From an optimization exercise on the open Yosys and OpenROAD flow, aimed at small area, a short achievable clock period and few clock cycles per item; shortcuts taken in it are not production practice.
Function was checked by simulation only, so behaviour that the tests miss may differ from the original.
No activity file was given, so power comes from the tool's default toggle rates.

### flow/run.sh
#!/bin/bash
# synth_recipe.tcl (not shown) runs the flow's synth.tcl, then flattens the netlist and writes it again
# the make line also repeats each setting of config.mk as NAME=value (left out here)
make -C /OpenROAD-flow-scripts/flow DESIGN_CONFIG=/design/flow/config.mk WORK_HOME=/design/flow/orfs CLKGATE_MAP_FILE= SYNTH_SCRIPT=/design/flow/synth_recipe.tcl finish
### flow/config.mk
export PLATFORM = sky130hd
export DESIGN_NAME = manhattan_nearest_site_area
export DESIGN_NICKNAME = manhattan_nearest_site_area
export VERILOG_FILES = /design/flow/design.v
export SDC_FILE = /design/flow/constraint.sdc
export NUM_CORES = 4
export LEC_CHECK = 0
export CAP_MARGIN = 20
export CORE_MARGIN = 2
export CORE_UTILIZATION = 45
export SETUP_SLACK_MARGIN = 3.5
export SLEW_MARGIN = 20
export SYNTH_HIERARCHICAL = 1
### flow/constraint.sdc
create_clock -name core_clock -period 8.0 [get_ports {clk_i}]
set_input_delay 1.6000 -clock core_clock [delete_from_list [all_inputs] [get_ports {clk_i}]]
set_output_delay 1.6000 -clock core_clock [all_outputs]
set_load 0.01 [all_outputs]
### flow/design.v
`timescale 1ns / 1ps
`default_nettype none
package mnsa_pkg;
  localparam int MAX_SITES  = 64;
  localparam int COORD_BITS = 11;
  localparam int ADDR_W     = 6;
  localparam int DIST_W     = 12;
  localparam int AREA_W     = 20;
  localparam int KEY_W      = AREA_W + 1;
  localparam int CFG_W      = 7;
  localparam int S_TDATA_W  = 32;
  localparam int M_TDATA_W  = 40;
  localparam int OP_W       = 3;
  localparam logic [OP_W-1:0] OP_LOAD     = 3'd0;
  localparam logic [OP_W-1:0] OP_CLASSIFY = 3'd1;
  localparam logic [OP_W-1:0] OP_CLEAR    = 3'd2;
  localparam logic [OP_W-1:0] OP_READ     = 3'd3;
  localparam logic [OP_W-1:0] OP_FIND     = 3'd4;
  function automatic logic [12:0] padd12(input logic [11:0] a, input logic [11:0] b,
                                         input logic cin);
    logic [12:0] g, p;
    g = {a & b, cin};
    p = {a ^ b, 1'b0};
    for (int l = 0; l < 4; l++) begin
      for (int i = 0; i < 13; i++) begin
        if (((i >> l) & 1) == 1) begin
          g[i] = g[i] | (p[i] & g[((i >> l) << l) - 1]);
          p[i] = p[i] & p[((i >> l) << l) - 1];
        end
      end
    end
    padd12 = {g[12], (a ^ b) ^ g[11:0]};
  endfunction
  function automatic logic [1:0] lt_eq(input logic [31:0] a, input logic [31:0] b);
    logic [31:0] g, e;
    g = ~a & b;
    e = ~(a ^ b);
    for (int s = 1; s < 32; s = s * 2) begin
      for (int i = 0; i + s < 32; i = i + 2 * s) begin
        g[i] = g[i+s] | (e[i+s] & g[i]);
        e[i] = e[i+s] & e[i];
      end
    end
    lt_eq = {g[0], e[0]};
  endfunction
endpackage
`default_nettype wire
`timescale 1ns / 1ps
`default_nettype none
module mnsa_site_eval (
  input  logic [mnsa_pkg::COORD_BITS-1:0] sx_i,
  input  logic [mnsa_pkg::COORD_BITS-1:0] sy_i,
  input  logic [mnsa_pkg::COORD_BITS-1:0] nqx_i,
  input  logic [mnsa_pkg::COORD_BITS-1:0] nqy_i,
  output logic [mnsa_pkg::DIST_W-1:0]     dist_o
);
  logic [12:0] ax, ay, r;
  logic        s, t;
  logic [11:0] p, q, cs_s, cs_c;
  assign ax = mnsa_pkg::padd12({sx_i[10], sx_i}, {nqx_i[10], nqx_i}, 1'b1);
  assign ay = mnsa_pkg::padd12({sy_i[10], sy_i}, {nqy_i[10], nqy_i}, 1'b1);
  assign s  = ax[11];
  assign t  = ay[11];
  assign p    = {1'b0, ax[10:0] ^ {11{s}}};
  assign q    = {1'b0, ay[10:0] ^ {11{t}}};
  assign cs_s = {p[11:1] ^ q[11:1], p[0] ^ q[0] ^ s};
  assign cs_c = {p[10:1] & q[10:1], (p[0] & q[0]) | (p[0] & s) | (q[0] & s), 1'b0};
  assign r    = mnsa_pkg::padd12(cs_s, cs_c, t);
  assign dist_o = r[11:0];
endmodule
module mnsa_min2 #(
  parameter int IW  = 1,
  parameter int IW0 = (IW > 0) ? IW : 1
) (
  input  logic [mnsa_pkg::DIST_W-1:0] dl_i,
  input  logic [mnsa_pkg::DIST_W-1:0] dr_i,
  input  logic [IW0-1:0]              il_i,    
  input  logic [IW0-1:0]              ir_i,
  input  logic                        tl_i,
  input  logic                        tr_i,
  input  logic                        vr_i,
  output logic [mnsa_pkg::DIST_W-1:0] d_o,
  output logic [IW:0]                 i_o,
  output logic                        t_o
);
  logic [1:0] le;
  logic       selr;
  assign le   = mnsa_pkg::lt_eq(32'(dr_i), 32'(dl_i));
  assign selr = vr_i && le[1];
  assign d_o  = selr ? dr_i : dl_i;
  if (IW > 0) begin : g_idx
    assign i_o = selr ? {1'b1, ir_i[IW0-1:0]} : {1'b0, il_i[IW0-1:0]};
  end else begin : g_leaf
    assign i_o = selr;
  end
  assign t_o  = selr ? tr_i : (tl_i || (vr_i && le[0]));
endmodule
module mnsa_elim2 (
  input  logic [mnsa_pkg::MAX_SITES-1:0] alive_i,
  input  logic [mnsa_pkg::MAX_SITES-1:0] kh_i,
  input  logic [mnsa_pkg::MAX_SITES-1:0] kl_i,
  output logic [mnsa_pkg::MAX_SITES-1:0] alive_o,
  output logic                           anyh_o,
  output logic                           anyl_o
);
  logic [mnsa_pkg::MAX_SITES-1:0] th, a1;
  assign th      = alive_i & kh_i;
  assign anyh_o  = |th;
  assign anyl_o  = anyh_o ? |(th & kl_i) : |(alive_i & kl_i);
  assign a1      = anyh_o ? th : alive_i;
  assign alive_o = anyl_o ? (a1 & kl_i) : a1;
endmodule
`default_nettype wire
`timescale 1ns / 1ps
`default_nettype none
module manhattan_nearest_site_area (
  input  logic                              clk_i,
  input  logic                              rst_ni,
  input  logic                              cfg_valid_i,
  output logic                              cfg_ready_o,
  input  logic [mnsa_pkg::CFG_W-1:0]        cfg_data_i,       
  input  logic                              s_axis_tvalid,
  output logic                              s_axis_tready,
  input  logic [mnsa_pkg::S_TDATA_W-1:0]    s_axis_tdata,
  input  logic [mnsa_pkg::OP_W-1:0]         s_axis_tuser,     
  output logic                              m_axis_tvalid,
  input  logic                              m_axis_tready,
  output logic [mnsa_pkg::M_TDATA_W-1:0]    m_axis_tdata
);
  localparam int N      = mnsa_pkg::MAX_SITES;
  localparam int CW     = mnsa_pkg::COORD_BITS;
  localparam int DW     = mnsa_pkg::DIST_W;
  localparam int AW     = mnsa_pkg::AREA_W;
  localparam int KW     = mnsa_pkg::KEY_W;
  localparam int MW     = mnsa_pkg::M_TDATA_W;
  localparam logic [2:0] OP_LOAD     = mnsa_pkg::OP_LOAD;
  localparam logic [2:0] OP_CLASSIFY = mnsa_pkg::OP_CLASSIFY;
  localparam logic [2:0] OP_CLEAR    = mnsa_pkg::OP_CLEAR;
  localparam logic [2:0] OP_READ     = mnsa_pkg::OP_READ;
  localparam logic [2:0] OP_FIND     = mnsa_pkg::OP_FIND;
  localparam logic [6:0] CUTS = 7'b0010100;
  localparam int FDEPTH = 9;
  localparam int PW     = 4;    
  localparam int FB     = 8;
  logic [N-1:0] active;
  assign cfg_ready_o = 1'b1;
  always_ff @(posedge clk_i or negedge rst_ni) begin
    if (!rst_ni) begin
      active <= N'(1);
    end else if (cfg_valid_i) begin
      for (int i = 0; i < N; i++) begin
        active[i] <= (i == 0) || (32'(cfg_data_i) > i);
      end
    end
  end
  logic          tready_q;
  logic          s_acc, pop;
  logic [6:0]    sweep_q;
  logic          sweeping;
  logic [PW-1:0] occ_q, occ_d;
  logic          big_q;         
  logic          slow_acc;      
  logic          blocked_q, blocked_d;
  logic          slow_done;     
  assign s_axis_tready = tready_q;
  assign s_acc         = s_axis_tvalid && tready_q;
  assign sweeping      = !sweep_q[6];
  assign slow_acc      = s_acc && (s_axis_tuser == OP_FIND) && big_q;
  assign blocked_d     = slow_acc || (blocked_q && !slow_done);
  always_comb begin
    occ_d = occ_q;
    if (s_acc && !pop) occ_d = occ_q + 1'b1;
    if (!s_acc && pop) occ_d = occ_q - 1'b1;
  end
  always_ff @(posedge clk_i or negedge rst_ni) begin
    if (!rst_ni) begin
      sweep_q   <= '0;
      occ_q     <= '0;
      tready_q  <= 1'b0;
      blocked_q <= 1'b0;
    end else begin
      if (sweeping) sweep_q <= sweep_q + 1'b1;
      occ_q     <= occ_d;
      blocked_q <= blocked_d;
      tready_q  <= !sweeping && (32'(occ_d) < FDEPTH) && !blocked_d;
    end
  end
  logic          v0, sl0;
  logic [2:0]    op0;
  logic [5:0]    idx0;
  logic [CW-1:0] qx0, qy0;
  always_ff @(posedge clk_i or negedge rst_ni) begin
    if (!rst_ni) begin
      v0  <= 1'b0;
      sl0 <= 1'b0;
    end else begin
      v0  <= s_acc;
      sl0 <= slow_acc;
    end
  end
  always_ff @(posedge clk_i) begin
    op0  <= s_axis_tuser;
    idx0 <= s_axis_tdata[5:0];
    qx0  <= s_axis_tdata[16:6];
    qy0  <= s_axis_tdata[27:17];
  end
  logic [CW-1:0] px_q [N];
  logic [CW-1:0] py_q [N];
  logic [CW-1:0] nqx0, nqy0;
  assign nqx0 = ~qx0;
  assign nqy0 = ~qy0;
  logic [127:0][DW-1:0] cd;
  logic [127:0][5:0]    ci;
  logic [127:0]         ct;
  for (genvar i = 0; i < N; i++) begin : g_site
    logic [DW-1:0] sd, sd_q;
    always_ff @(posedge clk_i) begin
      if (v0 && (op0 == OP_LOAD) && (idx0 == 6'(i))) begin
        px_q[i] <= qx0;
        py_q[i] <= qy0;
      end
    end
    mnsa_site_eval u_eval (
      .sx_i   (px_q[i]),
      .sy_i   (py_q[i]),
      .nqx_i  (nqx0),
      .nqy_i  (nqy0),
      .dist_o (sd)
    );
    always_ff @(posedge clk_i) begin
      sd_q <= sd;
    end
    assign cd[N+i] = sd_q;
    assign ci[N+i] = '0;
    assign ct[N+i] = 1'b0;
  end
  for (genvar k = 1; k < N; k++) begin : g_cnode
    localparam int DEP = $clog2(k + 1) - 1;                
    localparam int M   = ((2 * k + 1) << (5 - DEP)) - N;   
    localparam int IW  = 5 - DEP;                           
    logic [DW-1:0] d_c;
    logic [IW:0]   i_c;
    logic          t_c;
    mnsa_min2 #(.IW(IW)) u_min (
      .dl_i (cd[2*k]),
      .dr_i (cd[2*k+1]),
      .il_i (ci[2*k][(IW > 0 ? IW : 1)-1:0]),
      .ir_i (ci[2*k+1][(IW > 0 ? IW : 1)-1:0]),
      .tl_i (ct[2*k]),
      .tr_i (ct[2*k+1]),
      .vr_i (active[M]),
      .d_o  (d_c),
      .i_o  (i_c),
      .t_o  (t_c)
    );
    if (CUTS[DEP]) begin : g_reg
      logic [DW-1:0] d_q;
      logic [IW:0]   i_q;
      logic          t_q;
      always_ff @(posedge clk_i) begin
        d_q <= d_c;
        i_q <= i_c;
        t_q <= t_c;
      end
      assign cd[k] = d_q;
      assign ci[k] = 6'(i_q);
      assign ct[k] = t_q;
    end else begin : g_comb
      assign cd[k] = d_c;
      assign ci[k] = 6'(i_c);
      assign ct[k] = t_c;
    end
  end
  assign cd[0] = '0;
  assign ci[0] = '0;
  assign ct[0] = 1'b0;
  logic [3:1]       vs, sls;
  logic [3:1][2:0]  ops;
  logic [3:1][5:0]  idxs;
  always_ff @(posedge clk_i or negedge rst_ni) begin
    if (!rst_ni) begin
      vs  <= '0;
      sls <= '0;
    end else begin
      vs  <= {vs[2:1], v0};
      sls <= {sls[2:1], sl0};
    end
  end
  always_ff @(posedge clk_i) begin
    ops  <= {ops[2:1], op0};
    idxs <= {idxs[2:1], idx0};
  end
  logic          v1, sl1;
  logic [2:0]    op1;
  logic [5:0]    a1;        
  logic [DW-1:0] d1;
  logic          tie1;
  logic          wa1, inc1, sg1, cg1, ca1;
  logic          scan_go;   
  logic          scan_q;    
  logic          sc_last;   
  always_ff @(posedge clk_i or negedge rst_ni) begin
    if (!rst_ni) begin
      v1   <= 1'b0;
      sl1  <= 1'b0;
      wa1  <= 1'b0;
      inc1 <= 1'b0;
      sg1  <= 1'b0;
      cg1  <= 1'b0;
      ca1  <= 1'b0;
    end else begin
      v1   <= vs[3];
      sl1  <= sls[3];
      wa1  <= sweeping || (vs[3] && (ops[3] == OP_LOAD))
              || (vs[3] && (ops[3] == OP_CLASSIFY) && !ct[1]);
      inc1 <= vs[3] && (ops[3] == OP_CLASSIFY);
      sg1  <= vs[3] && (ops[3] == OP_CLASSIFY) && !ct[1];
      cg1  <= vs[3] && (ops[3] == OP_LOAD);
      ca1  <= sweeping || (vs[3] && (ops[3] == OP_CLEAR));
    end
  end
  always_ff @(posedge clk_i) begin
    op1  <= ops[3];
    d1   <= cd[1];
    tie1 <= ct[1];
    if (scan_go || scan_q)            a1 <= a1 + 1'b1;
    else if (sweeping)                a1 <= sweep_q[5:0];
    else if (ops[3] == OP_CLASSIFY)   a1 <= ci[1];
    else if (ops[3] == OP_FIND)       a1 <= '0;
    else                              a1 <= idxs[3];
  end
  logic [AW-1:0] area_q [N];
  logic [N-1:0]  grew_q, grew_d, area_hi_d;
  logic [N-1:0]  big_row;
  logic [AW-1:0] rd_area;
  logic          rd_grew;
  logic          v2, sl2, sf2, sv2, se2;
  logic [2:0]    op2;
  logic [5:0]    a2;
  logic [DW-1:0] d2;
  logic          tie2;
  logic          wa2, inc2, sg2, cg2, ca2;
  logic [AW-1:0] rda2, inc_area, wr_area;
  logic          rdg2;
  assign rd_area = (wa2 && (a2 == a1)) ? wr_area : area_q[a1];
  assign rd_grew = ca2 ? 1'b0 : (((sg2 || cg2) && (a2 == a1)) ? sg2 : grew_q[a1]);
  assign inc_area = (&rda2) ? rda2 : rda2 + 1'b1;
  assign wr_area  = inc2 ? inc_area : '0;
  for (genvar i = 0; i < N; i++) begin : g_cnt
    logic row;
    assign row = (a2 == 6'(i));
    always_ff @(posedge clk_i) begin
      if (wa2 && row) begin
        area_q[i] <= wr_area;
      end
    end
    assign grew_d[i]    = ca2 ? 1'b0 : (((sg2 || cg2) && row) ? sg2 : grew_q[i]);
    assign area_hi_d[i] = (wa2 && row) ? wr_area[FB-1] : area_q[i][FB-1];
    assign big_row[i]   = |area_q[i][AW-1:FB-1];
  end
  always_ff @(posedge clk_i) begin
    grew_q <= grew_d;
  end
  always_ff @(posedge clk_i or negedge rst_ni) begin
    if (!rst_ni) big_q <= 1'b0;
    else         big_q <= |big_row;
  end
  assign scan_go = v1 && (op1 == OP_FIND) && sl1;
  assign sc_last = (a1 == 6'(N - 1)) || !active[a1 + 1'b1];
  always_ff @(posedge clk_i or negedge rst_ni) begin
    if (!rst_ni) scan_q <= 1'b0;
    else         scan_q <= (scan_go || scan_q) && !sc_last;
  end
  always_ff @(posedge clk_i or negedge rst_ni) begin
    if (!rst_ni) begin
      v2  <= 1'b0;
      sv2 <= 1'b0;
      wa2 <= 1'b0;
      inc2 <= 1'b0;
      sg2 <= 1'b0;
      cg2 <= 1'b0;
      ca2 <= 1'b0;
    end else begin
      v2  <= v1 && !scan_go;
      sv2 <= scan_go || scan_q;
      wa2 <= wa1;
      inc2 <= inc1;
      sg2 <= sg1;
      cg2 <= cg1;
      ca2 <= ca1;
    end
  end
  always_ff @(posedge clk_i) begin
    op2  <= op1;
    a2   <= a1;
    d2   <= d1;
    tie2 <= tie1;
    rda2 <= rd_area;
    rdg2 <= rd_grew;
    sf2  <= scan_go;
    se2  <= sc_last;
  end
  logic [MW-1:0] res_w;
  always_comb begin
    res_w = '0;
    case (op2)
      OP_LOAD: begin
        res_w[5:0] = a2;
      end
      OP_CLASSIFY: begin
        res_w[5:0]  = a2;
        res_w[6]    = tie2;
        res_w[18:7] = d2;
        if (!tie2) begin
          res_w[38:19] = inc_area;
          res_w[39]    = 1'b1;
        end
      end
      OP_READ: begin
        res_w[5:0]   = a2;
        res_w[38:19] = rda2;
        res_w[39]    = rdg2;
      end
      default: begin
        res_w = '0;
      end
    endcase
  end
  logic [KW-1:0] sc_key_q, rd_key2, best_key;
  logic [5:0]    sc_idx_q, best_idx;
  logic          take;
  assign rd_key2   = {!rdg2, rda2};
  assign take      = sf2 || (rd_key2 > sc_key_q);
  assign best_key  = take ? rd_key2 : sc_key_q;
  assign best_idx  = take ? a2 : sc_idx_q;
  assign slow_done = sv2 && se2;
  always_ff @(posedge clk_i) begin
    if (sv2) begin
      sc_key_q <= best_key;
      sc_idx_q <= best_idx;
    end
  end
  logic [AW-1:0][N-1:0] abit;    
  for (genvar i = 0; i < N; i++) begin : g_key
    for (genvar b = 0; b < AW; b++) begin : g_b
      assign abit[b][i] = area_q[i][b];
    end
  end
  logic [N-1:0] fa1;
  logic [1:0]   fk1;
  mnsa_elim2 u_elim_w1 (
    .alive_i (active),
    .kh_i    (~grew_d),
    .kl_i    (area_hi_d),
    .alive_o (fa1),
    .anyh_o  (fk1[1]),
    .anyl_o  (fk1[0])
  );
  logic [N-1:0] fa2;
  logic [1:0]   fk2;
  always_ff @(posedge clk_i) begin
    fa2 <= fa1;
    fk2 <= fk1;
  end
  logic [N-1:0] fa2m, fa2e;
  logic [3:0]   fk2n;
  mnsa_elim2 u_elim_w2a (
    .alive_i (fa2),
    .kh_i    (abit[6]),
    .kl_i    (abit[5]),
    .alive_o (fa2m),
    .anyh_o  (fk2n[3]),
    .anyl_o  (fk2n[2])
  );
  mnsa_elim2 u_elim_w2b (
    .alive_i (fa2m),
    .kh_i    (abit[4]),
    .kl_i    (abit[3]),
    .alive_o (fa2e),
    .anyh_o  (fk2n[1]),
    .anyl_o  (fk2n[0])
  );
  logic          v3, find3;
  logic [MW-1:0] res3;
  logic [N-1:0]  fa3;
  logic [5:0]    fk3;
  always_ff @(posedge clk_i or negedge rst_ni) begin
    if (!rst_ni) v3 <= 1'b0;
    else         v3 <= v2 || slow_done;
  end
  always_ff @(posedge clk_i) begin
    find3 <= v2 && (op2 == OP_FIND);
    fa3   <= fa2e;
    fk3   <= {fk2, fk2n};
    if (slow_done) res3 <= {!best_key[KW-1], best_key[AW-1:0], 13'b0, best_idx};
    else           res3 <= res_w;
  end
  logic [N-1:0] fa3m;
  logic [2:0]   fk3n;
  logic [5:0]   fidx;
  mnsa_elim2 u_elim_f (
    .alive_i (fa3),
    .kh_i    (abit[2]),
    .kl_i    (abit[1]),
    .alive_o (fa3m),
    .anyh_o  (fk3n[2]),
    .anyl_o  (fk3n[1])
  );
  logic [5:0] fidx1, fidx0;
  assign fk3n[0] = |(fa3m & abit[0]);
  always_comb begin
    fidx1 = '0;
    fidx0 = '0;
    for (int i = N - 1; i >= 0; i--) begin
      if (fa3m[i] && abit[0][i]) fidx1 = 6'(i);
      if (fa3m[i])               fidx0 = 6'(i);
    end
  end
  assign fidx = fk3n[0] ? fidx1 : fidx0;
  localparam int QD = FDEPTH - 1;
  logic [MW-1:0] fifo_q [QD];
  logic [MW-1:0] out_q, push_data;
  logic [PW-1:0] wp_q, rp_q, cnt_q;
  logic          mvalid_q, head_load, q_push, q_pop;
  assign push_data     = find3 ? {!fk3[5], 12'b0, fk3[4:0], fk3n, 13'b0, fidx} : res3;
  assign pop           = mvalid_q && m_axis_tready;
  assign m_axis_tvalid = mvalid_q;
  assign m_axis_tdata  = out_q;
  assign head_load = !mvalid_q || m_axis_tready;
  assign q_pop     = head_load && (cnt_q != '0);
  assign q_push    = v3 && !(head_load && (cnt_q == '0));
  always_ff @(posedge clk_i or negedge rst_ni) begin
    if (!rst_ni) begin
      wp_q     <= '0;
      rp_q     <= '0;
      cnt_q    <= '0;
      mvalid_q <= 1'b0;
    end else begin
      if (q_push) wp_q <= (32'(wp_q) == QD - 1) ? '0 : wp_q + 1'b1;
      if (q_pop)  rp_q <= (32'(rp_q) == QD - 1) ? '0 : rp_q + 1'b1;
      if (q_push && !q_pop) cnt_q <= cnt_q + 1'b1;
      if (!q_push && q_pop) cnt_q <= cnt_q - 1'b1;
      if (head_load) mvalid_q <= (cnt_q != '0) || v3;
    end
  end
  always_ff @(posedge clk_i) begin
    if (head_load) out_q <= (cnt_q != '0) ? fifo_q[rp_q] : push_data;
  end
  for (genvar e = 0; e < QD; e++) begin : g_fifo
    always_ff @(posedge clk_i) begin
      if (q_push && (wp_q == PW'(e))) fifo_q[e] <= push_data;
    end
  end
endmodule
`default_nettype wire
==> impl_metrics.json, run 1 <==
{
  "cts-htree-levels": 6,
  "cts_buffers": 552,
  "setup_viol": 0,
  "worst-path-buf-inv": 6,
  "crit_path_max_incr_delay_ps": 600,
  "clock.fmax_ghz": 0.193,
  "syn-instance-count": 26300,
  "postLayoutCellArea_um2": 360000,
  "syn_area_um2": 297000,
  "start_kind": "flip-flop",
  "die-area_um2": 667000,
  "syn2layout_area_growth_pct": 21.0,
  "drive_gt1_frac": 0.239,
  "yosysWarnings": 22,
  "layout_commonest_cell": "edfxtp_1",
  "critical_path_arrival_ps": 6120,
  "fin_nets": 32100,
  "io_buffers": 84,
  "setup_tns_ps": 0,
  "cts_sinks": 4631,
  "so_faults": "antenna violations",
  "p_leak_nw": 143,
  "fin_crit_sh": 0.649,
  "fillers": 55400,
  "hold_class": "reg2reg",
  "clk_latency_ps": 1200,
  "antenna_left": 1,
  "synth_area_leaders": "edfxtp_1 (31%), ha_1 (15%), dfxtp_1 (9.7%)",
  "finalCriticalPeriod_ps": 5190,
  "max-cap-violations": 0,
  "clk_path_buf_depth": 4,
  "stdcell_count": 37200,
  "crit_type": "reg2reg",
  "worstPathCellList": "a22o_1 -> a221oi_4 -> nand4_1 -> nor4_4 -> buf_4 -> a2111oi_4 -> buf_6 -> buf_4 -> o221a_2 -> nand3_1 -> nand4_1 -> or4_4 -> a2111oi_4 -> buf_6 -> buf_12 -> clkinvlp_4",
  "grt_max_degree": 130,
  "placedCellCount": 35100,
  "num_vias": 227000,
  "fin_skew_ps": 138,
  "synth_cell_types": 113,
  "maxSlewViolCount": 0,
  "drt_iter0_drc": 27700,
  "synth-main-ff-cell": "edfxtp_1",
  "drc_errors": 0,
  "hold_ws_ps": 326,
  "dr.pass1.iters": 13,
  "antenna_found_initial": 129,
  "setup_slack_ps": 2810,
  "dp_hpwl_mm": 771,
  "end_kind": "flip-flop",
  "relSlewSlack": 0.110,
  "timing.critical_path.required_ps": 8930,
  "num_io_pins": 90,
  "worst_pin_slew_ps": 1330,
  "crit_fanout": 10,
  "die_h_um": 817,
  "die_w_um": 817,
  "synth_top_area_frac": 0.311,
  "synth_edf_count": 3075,
  "status": "finished with violations",
  "hold_violations": 0,
  "initial_core_util": 0.452,
  "synthArstFlopShare": 0.0246,
  "core_area_um2": 658000,
  "ys_seq_elements": 4631,
  "overflow": 0,
  "placed_area_um2": 315000,
  "peakVddDrop_uv": 310,
  "p_per_area_nw_per_um2": 307,
  "synth_seq_area_share": 0.418,
  "tritoncts": "built",
  "crit_family": "simple AND/OR/NAND/NOR gates",
  "rsz0062_at_grt": "yes",
  "grtUsageTotal": 0.335,
  "wl_per_cell_um": 32.0,
  "pre_cts_slack_ps": 1430,
  "gp_congestion": 0.989,
  "row_count": 298,
  "final_cell_mix": "edfxtp_1 (3,075), ha_1 (3,020), inv_1 (2,713), xnor2_1 (1,707), nor2_1 (1,490)",
  "clkSlewWorstSetupHoldPaths_ps": 60,
  "avgSynthCellArea_um2": 11.3,
  "grt_pass1_vias": 216000,
  "slowest_stage": "or4_4",
  "grt_pass1_wl_mm": 1600,
  "drt_wl_total_mm": 1190,
  "ctsRootBufferMaster": "clkbuf_16",
  "yosysTopAreaCell": "edfxtp_1",
  "avgViaCountPerCell": 6.10
}
==> state kept, by name, summed over array words and instances (netlist names), 12 cells and up <==
name and cells:
area_q 1280, g_site.sd_q 768, px_q 704, py_q 704, fifo_q 320, g_cnode.g_reg.d_q 240, fa2 64, fa3 64
grew_q 64, active 63, g_cnode.g_reg.i_q 48, out_q 40, res3 40, sc_key_q 21, g_cnode.g_reg.t_q 20, rda2 20
idxs 18, d1 12, d2 12
==> path summary, 6_finish.rpt <==
check / slack, ps / to / cells after the start / start
setup reg to reg: 2810 / fk3[0] / 16 / area_q[27][6]
setup / recovery: 2810 / fk3[0] / 16 / area_q[27][6]
hold reg to reg: 330 / ops[5] / 0 / ops[2]
min in group asynchronous: 420 / sweep_q[2] / 1 / rst_ni
max in group asynchronous: 6400 / rp_q[2] / 2 / rst_ni
hold / removal: 330 / ops[5] / 0 / ops[2]
==> layout make-up <==
cell class                      instances  area [µm²]  area share
Multi-Input combinational cell      18400      178000       0.496
Sequential cell                      4631      124000       0.346
Timing Repair Buffer                 1602       16500      0.0458
Clock buffer                          753       16100      0.0449
Tap cell                             8700       10900      0.0303
Inverter                             2751       10500      0.0291
Clock inverter                        259        2690     0.00747
Antenna cell                          102         255    0.000710
Timing Repair inverter                  5        65.1    0.000181
==> cell usage after synthesis (123+ instances only) <==
cell,number
a2bb2oi_2,129
nand2b_1,407
mux2_4,528
o21ai_0,472
nor2_1,1721
mux2_2,511
o21a_1,143
nand2_1,1258
a31oi_1,187
a21o_1,244
buf_6,128
xor2_1,588
clkbuf_1,240
fa_1,577
a211oi_1,123
nor3_1,264
o21ai_1,153
ha_1,3550
a21oi_1,1376
dfxtp_1,1442
nand3_1,532
edfxtp_1,3075
xnor2_1,1880
o221a_2,168
a22oi_1,851
inv_1,2750
nand4_1,260
nor4_1,300
o211ai_2,128
==> modules after synthesis (local to each module, per instance), excerpt <==
module                       flops+latches  copies in the design  cell area (µm²)  cells inside
manhattan_nearest_site_area           4631                     1           147000          8392
mnsa_elim2                               0                     4             1980           259
mnsa_site_eval                           0                    64             1690           205
==> report_power, final <==
group / total (W) / internal (W) / switching (W)
Clock: 0.0263 / 0.0151 / 0.0112
Sequential: 0.0317 / 0.0289 / 0.00281
Combinational: 0.0522 / 0.0242 / 0.0280
==> cell families after synthesis <==
| kind of cell | count (synthesis) | share of synthesized area |
|---|---|---|
| xor gates and xnor gates | 2468 | 0.0727 |
| muxes | 1218 | 0.0538 |
| adders and majority gates | 4127 | 0.188 |
| DFF | 4631 | 0.418 |
| and+or+nand+nor | 5266 | 0.0851 |
| AOI/OAI and AO/OA | 5281 | 0.134 |
| other | 2 | 0.0000253 |
| buffers and inverters | 3354 | 0.0485 |
==> metrics by stage <==
stage	utilization	total power [W]
detailed placement	0.479	0.0796
global route	0.546	0.116
CTS	0.523	0.107
finish	0.546	0.110
floorplan	-	0.0673
global placement	0.478	0.0788
==> metal layers <==
layer	up-vias	GRT usage	share of wire
met5	-	0.00114	0.00039
met4	52	0.210	0.079
met3	3628	0.0742	0.10
met2	12600	0.514	0.43
met1	112000	0.430	0.39
li1	99000	-	-
==> repair_timing <==
item / in CTS / in global routing
resized for setup: 852 / 1577
hold buffers: 0 / 0
setup buffers: 419 / 530
cloned: 27 / 36
pin swaps: 248 / 1031
setup endpoints to repair: 962 / 500
==> worst reg2reg max path: stages (launching register included) <==
cell and delay [ps]:
edfxtp_1 510, a22o_1 310, a221oi_4 330, nand4_1 440
nor4_4 320, buf_4 180, a2111oi_4 70, buf_6 170
buf_4 210, o221a_2 370, nand3_1 140, nand4_1 240
or4_4 610, a2111oi_4 340, buf_6 210, buf_12 180
clkinvlp_4 360
Testbench counts, summed over its fixed seeds: cycles 3,792, items 3,728.
==> run 2, diff against run 1 <==
--- a/flow/config.mk
+++ b/flow/config.mk
@@ -8,6 +8,6 @@
 export CAP_MARGIN = 20
 export CORE_MARGIN = 2
-export CORE_UTILIZATION = 45
-export SETUP_SLACK_MARGIN = 3.5
+export CORE_UTILIZATION = 40
+export SETUP_SLACK_MARGIN = 2.5
 export SLEW_MARGIN = 20
 export SYNTH_HIERARCHICAL = 1
==> impl_metrics.json, run 2 <==
{
  "status": "finished clean",
  "syn_area_um2": 297000,
  "layout_commonest_cell": "ha_1",
  "grtUsageTotal": 0.287,
  "ctsRootBufferMaster": "clkbuf_16",
  "setup_slack_ps": 2340,
  "placed_area_um2": 313000,
  "crit_fanout": 44,
  "fin_crit_sh": 0.708,
  "synth_area_leaders": "edfxtp_1 (31%), ha_1 (15%), dfxtp_1 (9.7%)",
  "synthArstFlopShare": 0.0246,
  "end_kind": "flip-flop",
  "fillers": 68100,
  "row_count": 316,
  "synth_seq_area_share": 0.418,
  "num_io_pins": 90,
  "avgSynthCellArea_um2": 11.3,
  "synth_edf_count": 3075,
  "antenna_left": 0,
  "p_per_area_nw_per_um2": 311,
  "core_area_um2": 741000,
  "rsz0062_at_grt": "yes",
  "drive_gt1_frac": 0.143,
  "grt_pass1_wl_mm": 1550,
  "syn-instance-count": 26300,
  "synth_cell_types": 113,
  "synth_common_cells": "ha_1 (3,550), edfxtp_1 (3,075), inv_1 (2,750), xnor2_1 (1,880), nor2_1 (1,721)",
  "num_vias": 219000,
  "grt_max_degree": 76,
  "drt_iter0_drc": 26800,
  "die_h_um": 866,
  "clkSlewWorstSetupHoldPaths_ps": 70,
  "netSwitchingPower_w": 0.0390,
  "clock.fmax_ghz": 0.177,
  "fin_skew_ps": 77.4,
  "seqPwrFrac": 0.306,
  "critical_path_arrival_ps": 6560,
  "tritoncts": "built",
  "start_kind": "flip-flop",
  "gp_congestion": 0.996,
  "hold_ws_ps": 308,
  "yosysTopAreaCell": "edfxtp_1",
  "largestRegisters": "area_q (1280), g_site.sd_q (768)",
  "p_int_w": 0.0644,
  "overflow": 0,
  "drt_wl_total_mm": 1110,
  "relSlewSlack": 0.0812,
  "setup_viol": 0,
  "wl_per_cell_um": 29.7,
  "clk_latency_ps": 1130,
  "antenna_found_initial": 136,
  "final_cell_mix": "ha_1 (3,548), edfxtp_1 (3,075), inv_1 (2,728), xnor2_1 (1,880), nor2_1 (1,521)",
  "regMostFlops": "area_q",
  "crit_type": "reg2reg",
  "fin_nets": 31200,
  "p_leak_nw": 134,
  "drc_errors": 0,
  "synth.most_common_cell": "ha_1",
  "clkPwrFrac": 0.245,
  "die-area_um2": 750000,
  "postLayoutCellArea_um2": 333000,
  "cts_hold_buf": 0,
  "die_w_um": 866,
  "synth-main-ff-cell": "edfxtp_1",
  "cts-htree-levels": 6,
  "io_buffers": 84,
  "cts_sinks": 4631,
  "dp_hpwl_mm": 761,
  "finalCriticalPeriod_ps": 5660,
  "power_w": 0.103,
  "max-cap-violations": 0,
  "setup_tns_ps": 0,
  "yosysWarnings": 22,
  "largest_reg_flops": 1280,
  "power_frac_comb": 0.449,
  "cts_buffers": 537,
  "peakVddDrop_uv": 310,
  "synth_top_area_frac": 0.311,
  "hold_violations": 0,
  "avgViaCountPerCell": 5.83,
  "worst_pin_slew_ps": 1370,
  "switching_share": 0.377,
  "grt_pass1_vias": 212000,
  "clk_path_buf_depth": 4,
  "maxSlewViolCount": 0,
  "initial_core_util": 0.401,
  "dr.pass1.iters": 9,
  "pre_cts_slack_ps": 1470,
  "ys_seq_elements": 4631,
  "hold_class": "reg2reg",
  "timing.critical_path.required_ps": 8900,
  "syn2layout_area_growth_pct": 12.0
}
-- run 2: cell counts after synthesis --
Identical to the previous run, type by type.
-- run 2: through the flow --
step / util / instances
global route: 0.449 / 37400
finish: 0.450 / 37500
global placement: 0.422 / 36300
detailed placement: 0.422 / 36300
floorplan: - / 26400
CTS: 0.448 / 37300
-- run 2: kinds of logic after synthesis --
| group | share of synthesized area |
|---|---|
| other cells | 0.0000253 |
| xor+xnor | 0.0727 |
| buf+inv | 0.0485 |
| compound gates | 0.134 |
| mux | 0.0538 |
| fa+ha+maj | 0.188 |
| simple gates | 0.0851 |
| flops | 0.418 |
-- run 2: worst paths after layout --
kind | startpoint | endpoint | slack, ps | depth (start not counted)
min | idxs[11] | idxs[17] | 310 | 0
max reg2reg | area_q[17][6] | fk3[0] | 2340 | 15
min in group asynchronous | rst_ni | active[8] | 550 | 1
min reg2reg | idxs[11] | idxs[17] | 310 | 0
max | area_q[17][6] | fk3[0] | 2340 | 15
max in group asynchronous | rst_ni | rp_q[2] | 6040 | 2
-- run 2: metal layers --
layer | track usage | vias up | share of wire
met4 | 0.173 | 32 | 0.074
met3 | 0.0619 | 3045 | 0.099
met2 | 0.437 | 11500 | 0.43
met1 | 0.373 | 107000 | 0.40
met5 | 0 | - | 0.00023
li1 | - | 97400 | -
-- run 2: final cells by class --
cell class / instances / area (µm²) / area share
Clock inverter: 258 / 2760 / 0.00829
Antenna cell: 88 / 220 / 0.000662
Multi-Input combinational cell: 18400 / 161000 / 0.485
Inverter: 2751 / 10500 / 0.0314
Tap cell: 9858 / 12300 / 0.0371
Sequential cell: 4631 / 124000 / 0.373
Timing Repair Buffer: 716 / 6330 / 0.0190
Clock buffer: 733 / 15200 / 0.0456
-- run 2: modules after synthesis (local to each module, per instance), excerpt --
module / flip-flops and latches / cell area, µm² / cells inside
manhattan_nearest_site_area: 4631 / 147000 / 8392
mnsa_elim2: 0 / 1980 / 259
mnsa_site_eval: 0 / 1690 / 205
-- run 2: worst max-delay path, stage by stage, from the launching register on --
cell and delay, ps:
edfxtp_1 500, a22o_1 280, a221oi_1 410, nand4_1 320, nor4_4 580, buf_6 350, buf_6 370, o221a_1 610
a22oi_1 170, and4_1 250, nand4_1 140, nor4_4 60, buf_4 170, a2111oi_4 330, clkbuf_8 440, inv_1 350
-- run 2: power groups by stage --
stage | Combinational [W] | Clock (W) | Sequential (W)
final | 0.0464 | 0.0254 | 0.0316
after global routing | 0.0509 | 0.0265 | 0.0318
after CTS | 0.0464 | 0.0256 | 0.0316
after detailed placement | 0.0459 | 0 | 0.0321
after global placement | 0.0451 | 0 | 0.0320
after floorplan | 0.0354 | 0 | 0.0307
-- run 2: repair_timing --
item,4_1_cts,5_1_grt
pin swaps,4,14
gates resized for setup,106,51
setup endpoints to repair,734,362
buffers inserted,34,75
==> run 3, diff against run 2 <==
--- a/flow/config.mk
+++ b/flow/config.mk
@@ -9,5 +9,8 @@
 export CORE_MARGIN = 2
 export CORE_UTILIZATION = 40
-export SETUP_SLACK_MARGIN = 2.5
+export CTS_BUF_LIST = sky130_fd_sc_hd__clkbuf_16
+export CTS_CLUSTER_DIAMETER = 100
+export CTS_CLUSTER_SIZE = 20
+export SETUP_SLACK_MARGIN = 3.0
 export SLEW_MARGIN = 20
 export SYNTH_HIERARCHICAL = 1
==> impl_metrics.json, run 3 <==
{
  "status": "finished clean",
  "avgViaCountPerCell": 5.88,
  "wl_per_cell_um": 30.5,
  "clkSlewWorstSetupHoldPaths_ps": 90,
  "synth_area_leaders": "edfxtp_1 (31%), ha_1 (15%), dfxtp_1 (9.7%)",
  "dp_hpwl_mm": 773,
  "worst_pin_slew_ps": 1220,
  "dr.pass1.iters": 10,
  "die_h_um": 866,
  "grtUsageTotal": 0.291,
  "drt_wl_total_mm": 1130,
  "die_w_um": 866,
  "synth_cell_types": 113,
  "max-cap-violations": 0,
  "yosysWarnings": 22,
  "synth_seq_area_share": 0.418,
  "clock.fmax_ghz": 0.195,
  "crit_path_max_incr_delay_ps": 990,
  "fin_crit_sh": 0.642,
  "grtUsageMet3": 0.0592,
  "cp-startpoint": "a1[0]",
  "avgSynthCellArea_um2": 11.3,
  "drc_errors": 0,
  "power_w": 0.0957,
  "worstHoldStart": "d1[7]",
  "peakVddDrop_uv": 316,
  "antenna_found_initial": 156,
  "grt_pass1_wl_mm": 1560,
  "path_common_cell": "buf_4",
  "cts_buffers": 279,
  "ctsRootBufferMaster": "clkbuf_16",
  "synth_common_cells": "ha_1 (3,550), edfxtp_1 (3,075), inv_1 (2,750), xnor2_1 (1,880), nor2_1 (1,721)",
  "drt_iter0_drc": 26200,
  "syn-instance-count": 26300,
  "tritoncts": "built",
  "p_leak_nw": 132,
  "drive_gt1_frac": 0.158,
  "regMostFlops": "area_q",
  "setup_viol": 0,
  "layout_commonest_cell": "ha_1",
  "hold_class": "reg2reg",
  "synth.most_common_cell": "ha_1",
  "largest_reg_flops": 1280,
  "gp_congestion": 1.01,
  "placedCellCount": 36300,
  "syn2layout_area_growth_pct": 11.0,
  "crit_fanout": 38,
  "clk_latency_ps": 1110,
  "finalCriticalPeriod_ps": 5140,
  "timing.critical_path.required_ps": 8910,
  "hold_violations": 0,
  "relSlewSlack": 0.178,
  "synthArstFlopShare": 0.0246,
  "setup_tns_ps": 0,
  "synth_edf_count": 3075,
  "num_io_pins": 90,
  "die-area_um2": 750000,
  "syn_area_um2": 297000,
  "crit_type": "reg2reg",
  "slowest_stage": "nor3_4",
  "overflow": 0,
  "row_count": 316,
  "grt_util_met1": 0.374,
  "largestRegisters": "area_q (1280), g_site.sd_q (768)",
  "core_area_um2": 741000,
  "initial_core_util": 0.401,
  "cts_sinks": 4631,
  "num_vias": 218000,
  "fin_nets": 31100,
  "end_kind": "flip-flop",
  "worstPathCellList": "buf_4 -> ha_1 -> nand3_1 -> nor3_4 -> buf_4 -> a22oi_1 -> nand4_1 -> nor4_1 -> nand2_1 -> a211oi_1 -> a21oi_1",
  "maxSlewViolCount": 0,
  "synth-main-ff-cell": "edfxtp_1",
  "top_usage_layer": "met2",
  "synth_top_area_frac": 0.311,
  "ys_seq_elements": 4631,
  "stdcell_count": 37100,
  "grtUsageMet2": 0.452,
  "critical_path_arrival_ps": 6050,
  "grt_pass1_vias": 211000,
  "cts_hold_buf": 0,
  "yosysTopAreaCell": "edfxtp_1",
  "fin_skew_ps": 113,
  "antenna_left": 0,
  "cts-htree-levels": 5,
  "clk_path_buf_depth": 4,
  "final_cell_mix": "ha_1 (3,419), edfxtp_1 (3,075), inv_1 (2,899), xnor2_1 (1,816), nor2_1 (1,521)",
  "fillers": 68300,
  "start_kind": "flip-flop",
  "p_per_area_nw_per_um2": 290,
  "rsz0062_at_grt": "yes",
  "io_buffers": 84,
  "reg2reg_from": "a1[0]",
  "grt_max_degree": 76
}
run 3: cell counts after synthesis:
Identical to the previous run, type by type.
run 3: report_power, final:
part           internal (W)  total, W  switching (W)  leakage, nW
clock               0.00676    0.0156        0.00888         4.78
combinational        0.0220    0.0485         0.0265         88.4
sequential           0.0289    0.0316        0.00269         38.3
run 3: per-module statistics from Yosys, one instance, submodules excluded, a selection:
module,cells,times used,flops+latches
mnsa_site_eval,205,64,0
manhattan_nearest_site_area,8392,1,4631
mnsa_elim2,259,4,0
run 3: critical path, delay by kind of cell (launching register included):
kind / cells / cell delay, ps
AND/OR/NAND/NOR: 5 / 1840
buffers and inverters: 2 / 1250
AO/OA/AOI/OAI: 3 / 900
adder cells (fa/ha/maj): 1 / 610
flip-flops: 1 / 330
run 3: path summary, 6_finish.rpt:
| check | cells after the start | slack (ps) | to |
|---|---|---|---|
| worst max-delay path | 11 | 2860 | rda2[0] |
| worst min-delay path | 0 | 320 | d2[7] |
| worst max register to register | 11 | 2860 | rda2[0] |
| worst min register to register | 0 | 320 | d2[7] |
| max in group asynchronous | 2 | 6240 | rp_q[2] |
| min in group asynchronous | 1 | 520 | ca1 |
run 3: cell families (layout without fill, tap and decap cells):
| logic type | after synthesis | count (layout) | share of synthesized area |
|---|---|---|---|
| DFF | 4631 | 4631 | 0.418 |
| buffers and inverters | 3354 | 4089 | 0.0485 |
| muxes | 1218 | 1218 | 0.0538 |
| AOI/OAI and AO/OA | 5281 | 5281 | 0.134 |
| and+or+nand+nor | 5266 | 5267 | 0.0851 |
| adders and majority gates | 4127 | 4127 | 0.188 |
| other | 2 | 170 | 0.0000253 |
| xor gates and xnor gates | 2468 | 2468 | 0.0727 |
run 3: timing repair:
item | CTS | global route
buffers inserted | 113 | 103
endpoints found under the setup margin | 936 | 378
pin swaps | 36 | 69
gates cloned | 5 | 6
gates resized for setup | 249 | 202
run 3: through the flow:
| stage | hold slack, ps | util | setup slack (ps) | cell area, µm² |
|---|---|---|---|---|
| after floorplan | 310 | - | 2580 | 301000 |
| after global placement | 314 | 0.427 | 1340 | 316000 |
| after detailed placement | 312 | 0.427 | 1370 | 316000 |
| after CTS | 327 | 0.442 | 3000 | 327000 |
| after global routing | 327 | 0.445 | 2930 | 330000 |
| final | 324 | 0.445 | 2860 | 330000 |
run 3: routing by layer:
layer	vias to the layer above	wire, µm
met3	3026	108000
met1	107000	448000
met4	58	85900
met5	-	385
li1	96700	-
met2	11200	490000
run 3: cell type report:
cell class	count	area (µm²)	area share
Clock buffer	291	7280	0.0221
Timing Repair Buffer	819	7590	0.0230
Inverter	2751	10500	0.0318
Clock inverter	225	1180	0.00358
Sequential cell	4631	124000	0.377
Multi-Input combinational cell	18400	166000	0.505
Tap cell	9858	12300	0.0374
Timing Repair inverter	3	27.5	0.0000835
Antenna cell	101	253	0.000766
==> run 4, diff against run 3 <==
--- a/flow/design.v
+++ b/flow/design.v
@@ -242,16 +242,17 @@
     logic [IW:0]   i_c;
     logic          t_c;
-    mnsa_min2 #(.IW(IW)) u_min (
-      .dl_i (cd[2*k]),
-      .dr_i (cd[2*k+1]),
-      .il_i (ci[2*k][(IW > 0 ? IW : 1)-1:0]),
-      .ir_i (ci[2*k+1][(IW > 0 ? IW : 1)-1:0]),
-      .tl_i (ct[2*k]),
-      .tr_i (ct[2*k+1]),
-      .vr_i (active[M]),
-      .d_o  (d_c),
-      .i_o  (i_c),
-      .t_o  (t_c)
-    );
+    logic          vr, selr;
+    logic [1:0]    le;
+    assign vr   = active[M];
+    assign le   = mnsa_pkg::lt_eq(32'(cd[2*k+1]), 32'(cd[2*k]));
+    assign selr = vr && le[1];
+    assign d_c  = selr ? cd[2*k+1] : cd[2*k];
+    if (IW > 0) begin : g_idx
+      assign i_c = selr ? {1'b1, ci[2*k+1][(IW > 0 ? IW : 1)-1:0]}
+                        : {1'b0, ci[2*k][(IW > 0 ? IW : 1)-1:0]};
+    end else begin : g_leaf
+      assign i_c = selr;
+    end
+    assign t_c  = selr ? ct[2*k+1] : (ct[2*k] || (vr && le[0]));
     if (CUTS[DEP]) begin : g_reg
       logic [DW-1:0] d_q;
==> impl_metrics.json, run 4 <==
{
  "grt_max_degree": 66,
  "antenna_found_initial": 127,
  "tritoncts": "built",
  "cts-htree-levels": 5,
  "grtUsageMet2": 0.460,
  "clkPwrFrac": 0.178,
  "status": "finished clean",
  "setup_viol": 0,
  "synth_cell_types": 104,
  "clk_latency_ps": 1100,
  "netSwitchingPower_w": 0.0363,
  "ctsRootBufferMaster": "clkbuf_16",
  "worstHoldStart": "idxs[1]",
  "synth_area_leaders": "edfxtp_1 (32%), ha_1 (15%), dfxtp_1 (9.9%)",
  "regMostFlops": "area_q",
  "avgSynthCellArea_um2": 11.1,
  "cts_hold_buf": 0,
  "num_io_pins": 90,
  "largest_reg_flops": 1280,
  "worstRegToRegCells": 15,
  "synth_edf_count": 3075,
  "fin_crit_sh": 0.639,
  "syn-instance-count": 26300,
  "final_cell_mix": "ha_1 (3,401), edfxtp_1 (3,075), inv_1 (2,818), xnor2_1 (1,819), nor2_1 (1,522)",
  "drt_wl_total_mm": 1130,
  "switching_share": 0.404,
  "fin_nets": 31000,
  "fin_skew_ps": 119,
  "synth_common_cells": "ha_1 (3,550), edfxtp_1 (3,075), inv_1 (2,694), xnor2_1 (1,884), nor2_1 (1,695)",
  "top_usage_layer": "met2",
  "antenna_left": 0,
  "r2r-end": "fa3[27]",
  "yosysWarnings": 16,
  "dp_hpwl_mm": 769,
  "multiInputGateArea_um2": 162000,
  "ys_seq_elements": 4631,
  "io_buffers": 84,
  "worstPathCellList": "a22o_1 -> a221oi_2 -> nand4_1 -> nor4_4 -> a2111oi_4 -> buf_4 -> clkbuf_16 -> o221a_2 -> a22o_1 -> a221oi_1 -> nand4_1 -> nor4_4 -> buf_4 -> buf_12 -> o221a_1",
  "critical_path_arrival_ps": 6130,
  "p_per_area_nw_per_um2": 276,
  "relSlewSlack": 0.0680,
  "largestRegisters": "area_q (1280), g_site.sd_q (768)",
  "power_frac_comb": 0.471,
  "crit_path_max_incr_delay_ps": 480,
  "wl_per_cell_um": 30.8,
  "maxSlewViolCount": 0,
  "placedCellCount": 35800,
  "layout_commonest_cell": "ha_1",
  "dr.pass1.iters": 7,
  "end_kind": "flip-flop",
  "seqPwrFrac": 0.351,
  "initial_core_util": 0.402,
  "syn2layout_area_growth_pct": 11.6,
  "synth_top_area_frac": 0.316,
  "num_vias": 219000,
  "crit_type": "reg2reg",
  "slowest_stage": "edfxtp_1",
  "synth-main-ff-cell": "edfxtp_1",
  "grt_pass1_vias": 212000,
  "p_leak_nw": 131,
  "synthArstFlopShare": 0.0246,
  "avgViaCountPerCell": 5.96,
  "grtUsageTotal": 0.295,
  "gp_congestion": 1.00,
  "overflow": 0,
  "hold_depth": 0,
  "drive_gt1_frac": 0.125,
  "core_area_um2": 727000,
  "cts_buffers": 284,
  "die_w_um": 858,
  "die-area_um2": 736000,
  "drt_iter0_drc": 26800,
  "cts_sinks": 4631,
  "final-seq-area_um2": 124000,
  "hold_class": "reg2reg",
  "timing.critical_path.required_ps": 9020,
  "grt_util_met1": 0.381,
  "grt_pass1_wl_mm": 1560,
  "finalCriticalPeriod_ps": 5110,
  "clk_path_buf_depth": 4,
  "hold_violations": 0,
  "syn_area_um2": 292000,
  "rsz0062_at_grt": "yes",
  "fillers": 67200,
  "start_kind": "flip-flop",
  "max-cap-violations": 0,
  "synth_seq_area_share": 0.425,
  "rrSetupSlack_ps": 2890,
  "crit_fanout": 65,
  "grtUsageMet3": 0.0549,
  "drc_errors": 0,
  "synth.most_common_cell": "ha_1",
  "clock.fmax_ghz": 0.196,
  "row_count": 313,
  "worst_pin_slew_ps": 1380,
  "reg2reg_from": "area_q[17][6]",
  "peakVddDrop_uv": 243,
  "clkSlewWorstSetupHoldPaths_ps": 90,
  "die_h_um": 858,
  "setup_tns_ps": 0,
  "stdcell_count": 36700,
  "holdPathEnd": "idxs[7]",
  "yosysTopAreaCell": "edfxtp_1",
  "p_int_w": 0.0536
}
==> run 4: changes by cell type after synthesis, sizes merged, moves of 54 or more <==
cell | previous run | this run
a21o | 308 | 448
a22oi | 914 | 830
a31oi | 251 | 170
and4 | 13 | 67
inv | 2750 | 2696
mux2 | 1071 | 299
mux2i | 109 | 762
nand2 | 1282 | 1061
nand4 | 260 | 353
nor2b | 116 | 179
==> run 4: area by class of cell <==
cell class	instances	share of cell area
multi-input combinational	18300	0.498
sequential	4631	0.381
tap	9607	0.0369
inverter	2698	0.0315
timing repair buffer	854	0.0250
clock buffer	302	0.0232
clock inverter	209	0.00382
antenna	85	0.000653
timing repair inverter	1	0.0000269
==> run 4: worst max path at each step <==
stage                                         from                      end  slack (ps)  depth (start not counted)
after detailed placement                    qy0[6]       g_site[2].sd_q[11]        1400                         17
after global routing                 area_q[27][2]             fifo_q[6][0]        2830                         20
after floorplan                             qx0[3]       g_site[20].sd_q[8]        2580                         16
after global placement                      qy0[6]       g_site[7].sd_q[11]        1410                         17
final                                area_q[17][6]                  fa3[27]        2890                         15
after CTS                 g_cnode[27].g_reg.d_q[1]  g_cnode[6].g_reg.d_q[2]        2900                         18
==> run 4: timing repair <==
action / in CTS / in global routing
endpoints found under the hold margin: 0 / 0
endpoints found under the setup margin: 1049 / 514
buffers inserted: 104 / 169
gates cloned: 13 / 6
pin swaps: 36 / 81
gates resized for setup: 278 / 221
==> run 4: per-layer routing <==
layer	part of all wire	vias up
li1	-	96700
met2	0.44	11500
met1	0.39	108000
met4	0.078	26
met3	0.095	2977
met5	0.00016	-
==> run 4: critical path, delay by kind of cell (launching register included) <==
kind                   cells  cell delay, ps
AOI/OAI and AO/OA          7            1830
buffers and inverters      4             920
DFF                        1             480
and+or+nand+nor            4            1730
==> run 4: power groups by stage <==
stage          combinational [W]  sequential (W)  clock, W
2_1_floorplan             0.0292          0.0306         0
6_report                  0.0423          0.0316    0.0160
3_5_place_dp              0.0407          0.0321         0
4_1_cts                   0.0415          0.0316    0.0162
5_1_grt                   0.0467          0.0318    0.0169
3_3_place_gp              0.0402          0.0321         0
==> run 4: through the flow <==
stage	hold WS (ps)	total power [W]	setup slack, ps	instance area [µm²]	util
final	331	0.0899	2890	326000	0.448
after global routing	336	0.0955	2830	326000	0.448
after CTS	330	0.0893	2900	322000	0.444
after detailed placement	312	0.0729	1400	311000	0.427
after global placement	312	0.0723	1410	311000	0.427
after floorplan	310	0.0598	2580	296000	-
==> run 4: logic make-up (layout without fill, tap and decap cells) <==
kind of cell,count (synthesis),in the layout,share of synthesized area
xor+xnor,2471,2471,0.0742
flops,4631,4631,0.425
simple gates,5310,5314,0.0881
other cells,1,90,0.0000128
fa+ha+maj,4127,4127,0.192
compound gates,5318,5319,0.134
mux,1098,1098,0.0405
buf+inv,3301,4064,0.0464
==> run 4: modules after synthesis, one instance, submodules excluded <==
module / copies in the design / flip-flops and latches
manhattan_nearest_site_area: 1 / 4631
mnsa_elim2: 4 / 0
mnsa_site_eval: 64 / 0
Testbench counts of run 4, summed over its fixed seeds: cycles 3,792, items 3,728.
==> run 5, diff against run 4 <==
--- a/flow/config.mk
+++ b/flow/config.mk
@@ -12,5 +12,5 @@
 export CTS_CLUSTER_DIAMETER = 100
 export CTS_CLUSTER_SIZE = 20
-export SETUP_SLACK_MARGIN = 3.0
+export SETUP_SLACK_MARGIN = 3.4
 export SLEW_MARGIN = 20
 export SYNTH_HIERARCHICAL = 1
==> impl_metrics.json, run 5 <==
{
  "clock.fmax_ghz": 0.200,
  "clk_path_buf_depth": 4,
  "die_h_um": 858,
  "crit_fanout": 7,
  "fin_nets": 31600,
  "rsz0062_at_grt": "yes",
  "setup_slack_ps": 3000,
  "fin_util": 0.466,
  "p_per_area_nw_per_um2": 276,
  "start_kind": "flip-flop",
  "fin_skew_ps": 113,
  "antenna_left": 0,
  "synth.most_common_cell": "ha_1",
  "num_io_pins": 90,
  "avgViaCountPerCell": 5.96,
  "pre_cts_slack_ps": 1400,
  "yosysWarnings": 16,
  "setup_tns_ps": 0,
  "fin_crit_sh": 0.624,
  "hold_class": "reg2reg",
  "regMostFlops": "area_q",
  "avgSynthCellArea_um2": 11.1,
  "drt_wl_total_mm": 1130,
  "largestRegisters": "area_q (1280), g_site.sd_q (768)",
  "grt_pass1_vias": 211000,
  "worst_pin_slew_ps": 1290,
  "stdcell_count": 37400,
  "reg2reg_from": "area_q[34][2]",
  "synthArstFlopShare": 0.0246,
  "placed_area_um2": 311000,
  "timing.critical_path.required_ps": 8930,
  "synth_seq_area_share": 0.425,
  "hold_violations": 0,
  "synth_area_leaders": "edfxtp_1 (32%), ha_1 (15%), dfxtp_1 (9.9%)",
  "cts_buffers": 281,
  "num_vias": 223000,
  "holdPathEnd": "idxs[8]",
  "critical_path_arrival_ps": 5920,
  "largest_reg_flops": 1280,
  "drt_iter0_drc": 27800,
  "clk_latency_ps": 1150,
  "end_kind": "flip-flop",
  "max-cap-violations": 0,
  "synth_cell_types": 104,
  "layout_commonest_cell": "ha_1",
  "drive_gt1_frac": 0.165,
  "worstRegToRegCells": 16,
  "cts-htree-levels": 5,
  "ys_seq_elements": 4631,
  "dr.pass1.iters": 9,
  "worstHoldStart": "idxs[2]",
  "tritoncts": "built",
  "placedCellCount": 35800,
  "antenna_found_initial": 154,
  "p_leak_nw": 136,
  "core_area_um2": 727000,
  "dp_hpwl_mm": 739,
  "setup_viol": 0,
  "relSlewSlack": 0.134,
  "cts_hold_buf": 0,
  "initial_core_util": 0.402,
  "peakVddDrop_uv": 346,
  "die-area_um2": 736000,
  "grt_pass1_wl_mm": 1540,
  "clkSlewWorstSetupHoldPaths_ps": 90,
  "hold_depth": 0,
  "grtUsageTotal": 0.290,
  "rrSetupSlack_ps": 3000,
  "syn2layout_area_growth_pct": 16.0,
  "die_w_um": 858,
  "synth-main-ff-cell": "edfxtp_1",
  "synth_edf_count": 3075,
  "crit_type": "reg2reg",
  "yosysTopAreaCell": "edfxtp_1",
  "status": "finished clean",
  "maxSlewViolCount": 0,
  "overflow": 0,
  "final_cell_mix": "ha_1 (3,278), edfxtp_1 (3,075), inv_1 (2,826), xnor2_1 (1,796), nor2_1 (1,512)",
  "drc_errors": 0,
  "syn-instance-count": 26300,
  "io_buffers": 84,
  "synth_top_area_frac": 0.316,
  "fillers": 66100,
  "cts_sinks": 4631,
  "postLayoutCellArea_um2": 339000,
  "wl_per_cell_um": 30.2,
  "syn_area_um2": 292000,
  "row_count": 313,
  "finalCriticalPeriod_ps": 5000,
  "synth_common_cells": "ha_1 (3,550), edfxtp_1 (3,075), inv_1 (2,694), xnor2_1 (1,884), nor2_1 (1,695)",
  "grt_max_degree": 72,
  "gp_congestion": 1.02,
  "r2r-end": "out_q[0]",
  "ctsRootBufferMaster": "clkbuf_16"
}
run 5: cell counts after synthesis:
No cell type changed its count.
run 5: worst max path at each step:
stage	from	end	cells after the start
floorplan	qx0[3]	g_site[20].sd_q[8]	16
global placement	qy0[6]	g_site[20].sd_q[11]	17
detailed placement	qy0[6]	g_site[26].sd_q[11]	17
CTS	area_q[14][2]	out_q[0]	18
global route	area_q[14][2]	out_q[0]	18
finish	area_q[34][2]	out_q[0]	16
run 5: stage by stage:
step	power, W	hold WS [ps]
6_report	0.0934	302
4_1_cts	0.0902	297
3_3_place_gp	0.0724	310
5_1_grt	0.0989	308
2_1_floorplan	0.0598	310
3_5_place_dp	0.0731	312
run 5: cells by family (layout without fill, tap and decap cells):
kind of cell | Yosys count | after routing | share of synthesized area
AO/OA/AOI/OAI | 5318 | 5326 | 0.134
AND/OR/NAND/NOR | 5310 | 5315 | 0.0881
flip-flops | 4631 | 4631 | 0.425
adder cells (fa/ha/maj) | 4127 | 4127 | 0.192
buffers and inverters | 3301 | 4710 | 0.0464
XOR/XNOR | 2471 | 2471 | 0.0742
multiplexers | 1098 | 1098 | 0.0405
other | 1 | 158 | 0.0000128
run 5: cell type report:
cell class	instances	area, µm²	area share
sequential	4631	124000	0.367
clock buffer	289	7230	0.0214
antenna	153	383	0.00113
timing repair buffer	1499	14800	0.0436
tap	9607	12000	0.0355
multi-input combinational	18300	168000	0.497
inverter	2698	10300	0.0304
clock inverter	221	1270	0.00375
timing repair inverter	3	33.8	0.0000998
run 5: Yosys stat by module, one instance, submodules excluded:
module                       copies in the design  flip-flops and latches
mnsa_site_eval                                 64                       0
mnsa_elim2                                      4                       0
manhattan_nearest_site_area                     1                    4631
run 5: worst max-delay path: stages, from the launching register on:
cell and delay (ps):
edfxtp_1 520, a22oi_1 420, nand4_1 320, nor4_4 370, a2111oi_4 140, buf_6 180
buf_16 150, o221a_4 280, a22oi_1 240, nand4_1 170, or4_4 620, nor2b_4 240
nand4b_1 210, nor3_2 340, nor4_2 110, buf_4 240, o31ai_4 250
run 5: where the power goes:
part	internal [W]	switching (W)	leakage, nW	total [W]
logic	0.0201	0.0262	92.6	0.0463
registers	0.0288	0.00268	38.3	0.0315
clock network	0.00673	0.00885	4.73	0.0156
total	0.0557	0.0377	136	0.0934
run 5: timing repair:
action | CTS | global route
gates cloned | 29 | 31
endpoints found under the setup margin | 1237 | 757
hold endpoints to repair | 0 | 0
resized for setup | 694 | 900
pin swaps | 177 | 542
buffers inserted | 403 | 494
run 5: per-layer routing:
layer  track usage  vias to the layer above  wire length [µm]
met4         0.166                       30             85200
met3        0.0652                     3329            121000
li1              -                    98100                 -
met5             0                        -               271
met2         0.442                    12600            481000
met1         0.380                   109000            442000
==> run 6, diff against run 5 <==
--- a/flow/config.mk
+++ b/flow/config.mk
@@ -12,5 +12,6 @@
 export CTS_CLUSTER_DIAMETER = 100
 export CTS_CLUSTER_SIZE = 20
-export SETUP_SLACK_MARGIN = 3.4
+export SETUP_SLACK_MARGIN = 3.2
 export SLEW_MARGIN = 20
 export SYNTH_HIERARCHICAL = 1
+export TNS_END_PERCENT = 10
==> impl_metrics.json, run 6 <==
{
  "antenna_left": 0,
  "seqPwrFrac": 0.350,
  "io_buffers": 84,
  "synth-main-ff-cell": "edfxtp_1",
  "tritoncts": "built",
  "synth_cell_types": 104,
  "stdcell_count": 36800,
  "num_io_pins": 90,
  "drive_gt1_frac": 0.110,
  "end_kind": "flip-flop",
  "synth_common_cells": "ha_1 (3,550), edfxtp_1 (3,075), inv_1 (2,694), xnor2_1 (1,884), nor2_1 (1,695)",
  "overflow": 0,
  "clkSlewWorstSetupHoldPaths_ps": 90,
  "final_cell_mix": "ha_1 (3,481), edfxtp_1 (3,075), inv_1 (2,836), xnor2_1 (1,866), nor2_1 (1,513)",
  "synth_area_leaders": "edfxtp_1 (32%), ha_1 (15%), dfxtp_1 (9.9%)",
  "initial_core_util": 0.402,
  "hold_depth": 0,
  "cp-startpoint": "active[60]",
  "drt_iter0_drc": 28800,
  "worst_pin_slew_ps": 1300,
  "synthArstFlopShare": 0.0246,
  "power_frac_comb": 0.473,
  "layout_commonest_cell": "ha_1",
  "syn-instance-count": 26300,
  "cts-htree-levels": 5,
  "worstRegToRegCells": 12,
  "cts_sinks": 4631,
  "p_leak_nw": 131,
  "setup_viol": 0,
  "holdPathEnd": "ops[4]",
  "relSlewSlack": 0.130,
  "switching_share": 0.406,
  "reg2reg_from": "active[60]",
  "drt_wl_total_mm": 1110,
  "avgSynthCellArea_um2": 11.1,
  "row_count": 313,
  "placedCellCount": 35800,
  "grt_pass1_vias": 211000,
  "dr.pass1.iters": 9,
  "crit_type": "reg2reg",
  "multiInputGateArea_um2": 160000,
  "max-cap-violations": 0,
  "finalCriticalPeriod_ps": 5130,
  "fin_crit_sh": 0.642,
  "p_int_w": 0.0534,
  "fillers": 67500,
  "rsz0062_at_grt": "yes",
  "grtUsageTotal": 0.290,
  "clkPwrFrac": 0.177,
  "synth.most_common_cell": "ha_1",
  "syn2layout_area_growth_pct": 10.8,
  "p_per_area_nw_per_um2": 278,
  "largestRegisters": "area_q (1280), g_site.sd_q (768)",
  "fin_util": 0.445,
  "r2r-end": "g_cnode[7].g_reg.i_q[2]",
  "wl_per_cell_um": 30.2,
  "dp_hpwl_mm": 749,
  "start_kind": "flip-flop",
  "maxSlewViolCount": 0,
  "netSwitchingPower_w": 0.0364,
  "rrSetupSlack_ps": 2870,
  "setup_slack_ps": 2870,
  "grt_pass1_wl_mm": 1540,
  "fin_skew_ps": 127,
  "hold_violations": 0,
  "crit_fanout": 17,
  "synth_seq_area_share": 0.425,
  "synth_top_area_frac": 0.316,
  "worstHoldStart": "ops[1]",
  "status": "finished clean",
  "core_area_um2": 727000,
  "hold_ws_ps": 294,
  "clk_latency_ps": 1130,
  "final-seq-area_um2": 124000,
  "critical_path_arrival_ps": 6020,
  "cts_hold_buf": 0,
  "die_w_um": 858,
  "timing.critical_path.required_ps": 8890,
  "ys_seq_elements": 4631,
  "yosysWarnings": 16,
  "regMostFlops": "area_q",
  "gp_congestion": 1.03,
  "synth_edf_count": 3075,
  "die-area_um2": 736000,
  "syn_area_um2": 292000,
  "drc_errors": 0,
  "hold_class": "reg2reg",
  "avgViaCountPerCell": 5.94,
  "num_vias": 219000,
  "fin_nets": 31000,
  "clock.fmax_ghz": 0.195,
  "yosysTopAreaCell": "edfxtp_1",
  "cts_buffers": 284,
  "antenna_found_initial": 143,
  "die_h_um": 858,
  "largest_reg_flops": 1280,
  "ctsRootBufferMaster": "clkbuf_16",
  "pre_cts_slack_ps": 1370,
  "clk_path_buf_depth": 4,
  "peakVddDrop_uv": 258,
  "setup_tns_ps": 0,
  "grt_max_degree": 88
}
## run 6: how the worst max path moves through the flow
stage,end,cells past startpoint
after floorplan,g_site[36].sd_q[8],16
after global placement,g_site[60].sd_q[11],15
after detailed placement,g_site[57].sd_q[11],15
after global routing,out_q[5],16
final,g_cnode[7].g_reg.i_q[2],12
after CTS,fa3[14],14
## run 6: kinds of logic (layout without fill, tap and decap cells)
logic type      count (synthesis)  count (layout)  synth area share
flops                        4631            4631             0.425
xor+xnor                     2471            2471            0.0742
fa+ha+maj                    4127            4127             0.192
other cells                     1             107         0.0000128
simple gates                 5310            5314            0.0881
buf+inv                      3301            4095            0.0464
compound gates               5318            5319             0.134
mux                          1098            1098            0.0405
## run 6: metrics by stage
stage / cell area, µm² / power, W
2_1_floorplan: 293000 / 0.0590
3_3_place_gp: 308000 / 0.0719
3_5_place_dp: 308000 / 0.0726
4_1_cts: 321000 / 0.0890
5_1_grt: 323000 / 0.0953
6_report: 323000 / 0.0898
## run 6: Yosys stat by module (local to each module, per instance)
module                       flip-flops and latches  cells inside
mnsa_site_eval                                    0           205
mnsa_elim2                                        0           259
manhattan_nearest_site_area                    4631         12100
## run 6: area by class of cell
cell class,count,share of cell area
inverter,2698,0.0317
multi-input combinational,18300,0.495
clock buffer,294,0.0227
timing repair inverter,3,0.0000812
tap,9607,0.0372
clock inverter,224,0.00413
antenna,102,0.000789
timing repair buffer,876,0.0249
sequential,4631,0.384
## run 6: what timing repair did
action,in CTS,in global routing
gates cloned,10,7
pin swaps,56,55
endpoints found under the setup margin,1158,821
gates resized for setup,294,249
setup buffers,176,127
## run 6: per-layer routing
metal	track usage	wire, µm
met3	0.0711	118000
met5	0	469
met4	0.174	83200
met1	0.369	428000
met2	0.447	479000
## run 6: worst max-delay path, stage by stage (launching register included)
cell	delay, ps
dfrtp_1	990
nand3_1	310
o21ai_4	620
mux2i_1	890
ha_1	400
a21o_1	170
a21o_1	180
a21o_1	170
a21o_1	170
a21o_1	180
a2bb2oi_2	100
buf_4	300
mux2i_1	450
## run 6: power by group through the flow
| stage | Sequential [W] | Combinational, W | Clock [W] |
|---|---|---|---|
| 2_1_floorplan | 0.0306 | 0.0284 | 0 |
| 3_3_place_gp | 0.0320 | 0.0399 | 0 |
| 3_5_place_dp | 0.0320 | 0.0406 | 0 |
| 4_1_cts | 0.0314 | 0.0415 | 0.0161 |
| 5_1_grt | 0.0317 | 0.0468 | 0.0168 |
| 6_report | 0.0314 | 0.0425 | 0.0159 |

==> static timing again, ports no longer ideal <==
The results above use ideal ports. As a check the final layouts listed here were re-extracted and re-timed, cells and wires unchanged.
Step 1 (the two cells are an assumption about what drives the block):
set clk [get_ports {clk_i}]
set_driving_cell -lib_cell sky130_fd_sc_hd__clkbuf_16 $clk
set_driving_cell -lib_cell sky130_fd_sc_hd__buf_2 [delete_from_list [all_inputs] $clk]
Step 2, shift: input delay + t, output delay - t, t = (earliest + latest rising clock arrival at the registers) / 2. This alone moves slack from input paths to output paths.
Three values: ideal ports, drivers, drivers and shift; two values: the first two.
| run | t (ns) | setup WS [ns] | worst setup path at the end | worst data-port slew with drivers (ns) | pins driven straight from the clock port |
|---|---|---|---|---|---|
| run 1 | 1.271 | 2.806 / 2.806 / 2.806 | register to register | 0.30 | 1 |
| run 2 | 1.231 | 2.338 / 2.338 / 2.338 | register to register | 0.36 | 1 |
| run 3 | 1.203 | 2.865 / 2.865 / 2.865 | register to register | 0.40 | 1 |
| run 4 | 1.200 | 2.889 / 2.889 / 2.889 | register to register | 0.27 | 1 |
| run 5 | 1.207 | 3.005 / 3.005 / 3.005 | register to register | 0.27 | 1 |
| run 6 | 1.216 | 2.868 / 2.868 / 2.868 | register to register | 0.47 | 1 |
